Background: an optimization exercise with open tools, aiming at small area, a short achievable clock period and few clock cycles per item. Do not read the settings as production practice. In this exercise RTL edits were held to simulation tests only and were not proved equivalent to the original. No activity file was given, so power comes from the tool's default toggle rates.

== job 6705 ==
// huffTreeTop
module huffTreeTop
(
    input  logic          Clk_in,
    input  logic          n_Rst,
    input  logic          Req,
    output logic          Ack,
    input  logic [89:0]   LeafWeights,
    output logic [119:0]  TreeTable,
    output logic [4:0]    RootRight,
    output logic [4:0]    RootLeft
);
    logic       busy;
    logic [3:0] step;               
    logic [7:0] lw [10];            
    logic [9:0] open;               
    logic [7:0] q [5];              
    logic [2:0] qn;                 
    logic [2:0] qb;                 
    logic [9:0] res [8];
    logic [4:0] rootR;
    logic [4:0] rootL;
    function automatic logic le8(input logic [7:0] a, input logic [7:0] b);
        logic c;
        logic lt;
        logic eq;
        c = 1'b1;
        for (int k = 0; k < 4; k++)
        begin
            c = (~a[k] & b[k]) | (~a[k] & c) | (b[k] & c);
        end
        lt = 1'b0;
        eq = 1'b1;
        for (int k = 7; k >= 4; k--)
        begin
            lt = lt | (eq & ~a[k] & b[k]);
            eq = eq & ~(a[k] ^ b[k]);
        end
        le8 = lt | (eq & c);
    endfunction
    logic [99:0] befN;
    logic [99:0] bef;
    always_comb
    begin
        for (int i = 0; i < 10; i++)
        begin
            for (int j = 0; j < 10; j++)
            begin
                if (i == j)
                begin
                    befN[10*i+j] = 1'b1;
                end
                else if (i < j)
                begin
                    befN[10*i+j] = le8(LeafWeights[9*i +: 8], LeafWeights[9*j +: 8]);
                end
                else
                begin
                    befN[10*i+j] = ~le8(LeafWeights[9*j +: 8], LeafWeights[9*i +: 8]);
                end
            end
        end
    end
    logic [44:0] befR;
    always_comb
    begin
        int n;
        n = 0;
        for (int i = 0; i < 10; i++)
        begin
            for (int j = 0; j < 10; j++)
  ...
clock: 35.0 ns
lec_check: 0
abc_area: 1
cap_margin: 20
core_margin: 2
core_utilization: 40
place_density: 0.45
slew_margin: 20
standard.sh (not shown) runs the stock make flow with config.mk's settings and CLKGATE_MAP_FILE= SYNTH_SCRIPT=/design/flow/synth_recipe.tcl, a recipe that flattens the netlist after the stock synthesis.
==> flow/flow/run.sh <==
#!/bin/bash
set -euo pipefail
bash standard.sh SETUP_SLACK_MARGIN=27 finish > standard_flow.log 2>&1
Job 6705 completed end to end with timing, DRC and antenna clean.
Testbench counts of job 6705, summed over its fixed seeds: cycles 26,392, trees 2,400.
What job 9486 does differently from job 6705 at the input level:
Settings: clearing ABC_AREA, which used to be 1; putting ABC_CLOCK_PERIOD_IN_PS at 8000 where nothing was set; putting CTS_BUF_LIST at sky130_fd_sc_hd__clkbuf_4 sky130_fd_sc_hd__clkbuf_8 where nothing was set.
Findings:
Measured against each other, job 6705 and job 9486 differ in global-route usage over all layers, the lower figure coming from job 6705. For the critical path depth, job 9486 came in 9 higher than job 6705 did. Worst hold slack was lower in the run labelled job 9486. Diff job 6705 -> job 9486: leakage power now smaller; number of clock buffers in the layout moved up; synthesized area went down. On share of synthesized area occupied by flip-flops and latches: between job 6705 and job 9486, it ends up lower for job 6705. Going from job 6705 to job 9486, minimum period implied by the final worst setup slack went up, count of antenna diodes in the layout shrank by 1.
Setup changes, job 9486 to job 9533
Settings: clearing CTS_BUF_LIST, which used to be sky130_fd_sc_hd__clkbuf_4 sky130_fd_sc_hd__clkbuf_8.
Notes after the runs:
- The worst slack on hold paths of job 9533 and that of job 9486 are within noise of each other.
- From job 9486 to job 9533 the numbers moved as follows: power share of the combinational group has decreased, final area roughly the same.
- In summary, job 9533 completed successfully, with a layout that passed the timing, DRC and antenna checks.

run 1:
The RTL this note starts from:
==> flow/design.v <==
`timescale 1ns/1ps
module huffTreeTop
(
    input  logic          Clk_in,
    input  logic          n_Rst,
    input  logic          Req,
    output logic          Ack,
    input  logic [89:0]   LeafWeights,
    output logic [119:0]  TreeTable,
    output logic [4:0]    RootRight,
    output logic [4:0]    RootLeft
);
    logic       busy;
    logic [3:0] step;               
    logic [7:0] lw [10];            
    logic [9:0] open;               
    logic [7:0] q [5];              
    logic [2:0] qn;                 
    logic [2:0] qb;                 
    logic [9:0] res [8];
    logic [4:0] rootR;
    logic [4:0] rootL;
    function automatic logic le8(input logic [7:0] a, input logic [7:0] b);
        logic c;
        logic lt;
        logic eq;
        c = 1'b1;
        for (int k = 0; k < 4; k++)
        begin
            c = (~a[k] & b[k]) | (~a[k] & c) | (b[k] & c);
        end
        lt = 1'b0;
        eq = 1'b1;
        for (int k = 7; k >= 4; k--)
        begin
            lt = lt | (eq & ~a[k] & b[k]);
            eq = eq & ~(a[k] ^ b[k]);
        end
        le8 = lt | (eq & c);
    endfunction
    logic [99:0] befN;
    logic [99:0] bef;
    always_comb
    begin
        for (int i = 0; i < 10; i++)
        begin
            for (int j = 0; j < 10; j++)
            begin
                if (i == j)
                begin
                    befN[10*i+j] = 1'b1;
                end
                else if (i < j)
                begin
                    befN[10*i+j] = le8(LeafWeights[9*i +: 8], LeafWeights[9*j +: 8]);
                end
                else
                begin
                    befN[10*i+j] = ~le8(LeafWeights[9*j +: 8], LeafWeights[9*i +: 8]);
                end
            end
        end
    end
    logic [44:0] befR;
    always_comb
    begin
        int n;
        n = 0;
        for (int i = 0; i < 10; i++)
        begin
            for (int j = 0; j < 10; j++)
            begin
                if (i == j)
                begin
                    bef[10*i+j] = 1'b1;
                end
                else if (i < j)
                begin
                    bef[10*i+j] = befR[n];
                    n = n + 1;
                end
            end
        end
        for (int i = 0; i < 10; i++)
        begin
            for (int j = 0; j < i; j++)
            begin
                bef[10*i+j] = ~bef[10*j+i];
            end
        end
    end
    function automatic logic [9:0] headOf(input logic [9:0] r, input logic [99:0] bm);
        logic [9:0] h;
        for (int i = 0; i < 10; i++)
        begin
            h[i] = r[i] & (&(~r | bm[10*i +: 10]));
        end
        headOf = h;
    endfunction
    logic [9:0] h0;
    logic [9:0] h1;
    logic [9:0] open1;
    assign h0    = headOf(open, bef);
    assign open1 = open & ~h0;
    assign h1    = headOf(open1, bef);
    logic [7:0] L0;
    logic [7:0] L1;
    logic [3:0] I0;
    logic [3:0] I1;
    always_comb
    begin
        L0 = '0;
        L1 = '0;
        I0 = '0;
        I1 = '0;
        for (int i = 0; i < 10; i++)
        begin
            L0 = L0 | ({8{h0[i]}} & lw[i]);
            L1 = L1 | ({8{h1[i]}} & lw[i]);
            I0 = I0 | ({4{h0[i]}} & 4'(i));
            I1 = I1 | ({4{h1[i]}} & 4'(i));
        end
    end
    logic hL0;
    logic hL1;
    logic hP0;
    logic hP1;
    logic [7:0] P0;
    logic [7:0] P1;
    assign hL0 = |open;
    assign hL1 = |open1;
    assign hP0 = (qn != 3'd0);
    assign hP1 = (qn > 3'd1);
    assign P0  = q[0];
    assign P1  = q[1];
    logic fL;                       
    logic sL;                       
    assign fL = hL0 & (~hP0 | le8(L0, P0));
    assign sL = fL ? (hL1 & (~hP0 | le8(L1, P0))) : (hL0 & (~hP1 | le8(L0, P1)));
    logic [7:0] firstW;
    logic [7:0] secondW;
    logic [7:0] sum;
    assign firstW  = fL ? L0 : P0;
    assign secondW = (fL & sL) ? L1 : (~fL & ~sL) ? P1 : fL ? P0 : L0;
    assign sum     = firstW + secondW;
    logic [4:0] firstIdx;
    logic [4:0] secondIdx;
    assign firstIdx  = fL ? {1'b0, I0} : (5'd10 + 5'(qb));
    assign secondIdx = (fL & sL) ? {1'b0, I1} :
                       (~fL & ~sL) ? (5'd11 + 5'(qb)) :
                       fL ? (5'd10 + 5'(qb)) : {1'b0, I0};
    logic [9:0] used;
    assign used = ((fL | sL) ? h0 : 10'd0) | ((fL & sL) ? h1 : 10'd0);
    logic [1:0] pop;
    assign pop = 2'(!fL) + 2'(!sL);
    logic start;
    assign start = Req & ~busy & ~Ack;
    always_ff @(posedge Clk_in or negedge n_Rst)
    begin
        if (!n_Rst)
        begin
            busy <= 1'b0;
            Ack  <= 1'b0;
        end
        else
        begin
            if (start)
            begin
                busy <= 1'b1;
            end
            else if (busy && step == 4'd8)
            begin
                busy <= 1'b0;
                Ack  <= 1'b1;
            end
            else if (Ack && !Req)
            begin
                Ack <= 1'b0;
            end
        end
    end
    always_ff @(posedge Clk_in)
    begin
        int n;
        for (int i = 0; i < 10; i++)
        begin
            lw[i] <= LeafWeights[9*i +: 8];
        end
        n = 0;
        for (int i = 0; i < 10; i++)
        begin
            for (int j = i + 1; j < 10; j++)
            begin
                befR[n] <= befN[10*i+j];
                n = n + 1;
            end
        end
    end
    always_ff @(posedge Clk_in)
    begin
        if (!busy)
        begin
            open <= '1;
            qn   <= '0;
            qb   <= '0;
            step <= '0;
        end
        else
        begin
            open <= open & ~used;
            for (int m = 0; m < 5; m++)
            begin
                if (3'(m) == qn - 3'(pop))
                begin
                    q[m] <= sum;
                end
                else if (pop == 2'd1)
                begin
                    q[m] <= (m + 1 < 5) ? q[(m + 1) % 5] : 8'd0;
                end
                else if (pop == 2'd2)
                begin
                    q[m] <= (m + 2 < 5) ? q[(m + 2) % 5] : 8'd0;
                end
            end
            qn   <= qn - 3'(pop) + 3'd1;
            qb   <= qb + 3'(pop);
            step <= step + 4'd1;
            for (int k = 0; k < 8; k++)
            begin
                if (step == 4'(k))
                begin
                    res[k] <= {secondIdx, firstIdx};
                end
            end
            if (step == 4'd8)
            begin
                rootR <= firstIdx;
                rootL <= secondIdx;
            end
        end
    end
    always_comb
    begin
        for (int k = 0; k < 8; k++)
        begin
            TreeTable[15*k +: 15] = {5'(10 + k), res[k]};
        end
    end
    assign RootRight = rootR;
    assign RootLeft  = rootL;
endmodule
==> flow/config.mk <==
export PLATFORM = sky130hd
export DESIGN_NAME = huffTreeTop
export DESIGN_NICKNAME = huffTreeTop
export VERILOG_FILES = /design/flow/design.v
export SDC_FILE = /design/flow/constraint.sdc
export NUM_CORES = 4
export LEC_CHECK = 0
export ABC_AREA = 1
export CAP_MARGIN = 20
export CORE_MARGIN = 2
export CORE_UTILIZATION = 40
export CTS_BUF_LIST = sky130_fd_sc_hd__clkbuf_8 sky130_fd_sc_hd__clkbuf_16
export CTS_CLUSTER_DIAMETER = 80
export CTS_CLUSTER_SIZE = 30
export PLACE_DENSITY = 0.38
export SLEW_MARGIN = 20
==> flow/constraint.sdc <==
create_clock -name core_clock -period 35.0 [get_ports {Clk_in}]
set_input_delay 7.0000 -clock core_clock [delete_from_list [all_inputs] [get_ports {Clk_in}]]
set_output_delay 7.0000 -clock core_clock [all_outputs]
set_load 0.01 [all_outputs]
Scripts as last shown in full above: flow/flow/run.sh
Run 1 did not stop at any stage, and its layout met the timing, DRC and antenna checks.
Testbench counts of run 1, summed over its fixed seeds: cycles 26,392, trees 2,400.
Here is what was changed in the inputs of run 2 compared with run 1.
==> flow/flow/run.sh <==
#!/bin/bash
set -euo pipefail
bash standard.sh SETUP_SLACK_MARGIN=26.5 finish > standard_flow.log 2>&1
--- a/flow/config.mk
+++ b/flow/config.mk
@@ -11,6 +11,4 @@
 export CORE_UTILIZATION = 40
-export CTS_BUF_LIST = sky130_fd_sc_hd__clkbuf_8 sky130_fd_sc_hd__clkbuf_16
-export CTS_CLUSTER_DIAMETER = 80
-export CTS_CLUSTER_SIZE = 30
-export PLACE_DENSITY = 0.38
+export CTS_BUF_LIST = sky130_fd_sc_hd__clkbuf_4 sky130_fd_sc_hd__clkbuf_8
+export PLACE_DENSITY = 0.45
 export SLEW_MARGIN = 20
Compared with run 1, run 2 shows final RePlAce weighted congestion that has gone up slightly. Cmp run 2 and run 1 / register clock-pin slew on the reported worst setup and hold paths / higher: run 1. Between run 1 and run 2, the first-pass GRT wire length figures differ only marginally.
Relative to run 2, the following input files were edited for run 3:
==> flow/flow/run.sh <==
#!/bin/bash
set -euo pipefail
bash standard.sh SETUP_SLACK_MARGIN=27 finish > standard_flow.log 2>&1
--- a/flow/config.mk
+++ b/flow/config.mk
@@ -11,4 +11,7 @@
 export CORE_UTILIZATION = 40
-export CTS_BUF_LIST = sky130_fd_sc_hd__clkbuf_4 sky130_fd_sc_hd__clkbuf_8
+export CTS_BUF_LIST = sky130_fd_sc_hd__clkbuf_8 sky130_fd_sc_hd__clkbuf_16
+export CTS_CLUSTER_DIAMETER = 80
+export CTS_CLUSTER_SIZE = 30
 export PLACE_DENSITY = 0.45
 export SLEW_MARGIN = 20
+export TNS_END_PERCENT = 10
Having completed the whole flow, run 3 delivered a layout that passed the timing, DRC and antenna checks.
The overall global routing resource usage reported for run 3 is smaller than that of run 2 by 0.22 points.
Against run 2, run 3 comes in 9 lower on maximum fanout along the worst path.
Worst hold slack across all endpoints in run 3 vs run 2: up 0.014 ns
What run 4 does differently from run 3 at the input level:
--- a/flow/config.mk
+++ b/flow/config.mk
@@ -14,4 +14,3 @@
 export CTS_CLUSTER_SIZE = 30
-export PLACE_DENSITY = 0.45
+export PLACE_DENSITY = 0.55
 export SLEW_MARGIN = 20
-export TNS_END_PERCENT = 10
Results
Run 4 against run 3: final period demand of the worst path now smaller; number of buffers inserted to repair setup after CTS now smaller; sum of internal, switching and leakage power comparable; leakage dissipation comparable; cell count now smaller.
Run 4 vs. run 3: sum of routed wire segments on met1 now larger, global-route total usage across every layer rose 0.86 points.

[static timing again, ports no longer ideal]
The flow's constraints put no driver on any port. The routed layouts listed below were extracted and timed again, unchanged, in two steps.
Step 1, drivers: a clkbuf_16 drives Clk_in and a buf_2 each remaining input, both assumed.
Step 2 adds t to the input delays and takes it off the output delays; t is the mean of the earliest and latest rising clock arrival at the registers after step 1. Input paths then give back, and output paths get back, about the clock's delay inside the block.
a / b / c = ideal ports / drivers / drivers and shift; a / b = the first two.
| run | shift t [ns] | slack for setup (ns) | worst setup path after step 2 | slew at the worst register clock pin (ns) |
|---|---|---|---|---|
| job 6705 | 0.605 | 26.904 / 26.844 / 26.296 | input to register | 0.07 / 0.07 |
| job 9486 | 0.653 | 26.366 / 26.320 / 25.667 | input to register | 0.07 / 0.07 |
| job 9533 | 0.581 | 26.251 / 26.242 / 25.661 | input to register | 0.06 / 0.06 |
| run 1 | 0.583 | 26.895 / 26.839 / 26.426 | input to register | 0.11 / 0.11 |
| run 2 | 0.683 | 26.510 / 26.538 / 25.855 | input to register | 0.06 / 0.06 |
| run 3 | 0.583 | 26.857 / 26.807 / 26.319 | input to register | 0.11 / 0.11 |
| run 4 | 0.598 | 26.873 / 26.813 / 26.379 | input to register | 0.11 / 0.11 |
After both steps setup and hold are still met in every run listed. For job 9486, which loses most, drivers alone change the setup slack by -0.046 ns; drivers and shift together by -0.699 ns.
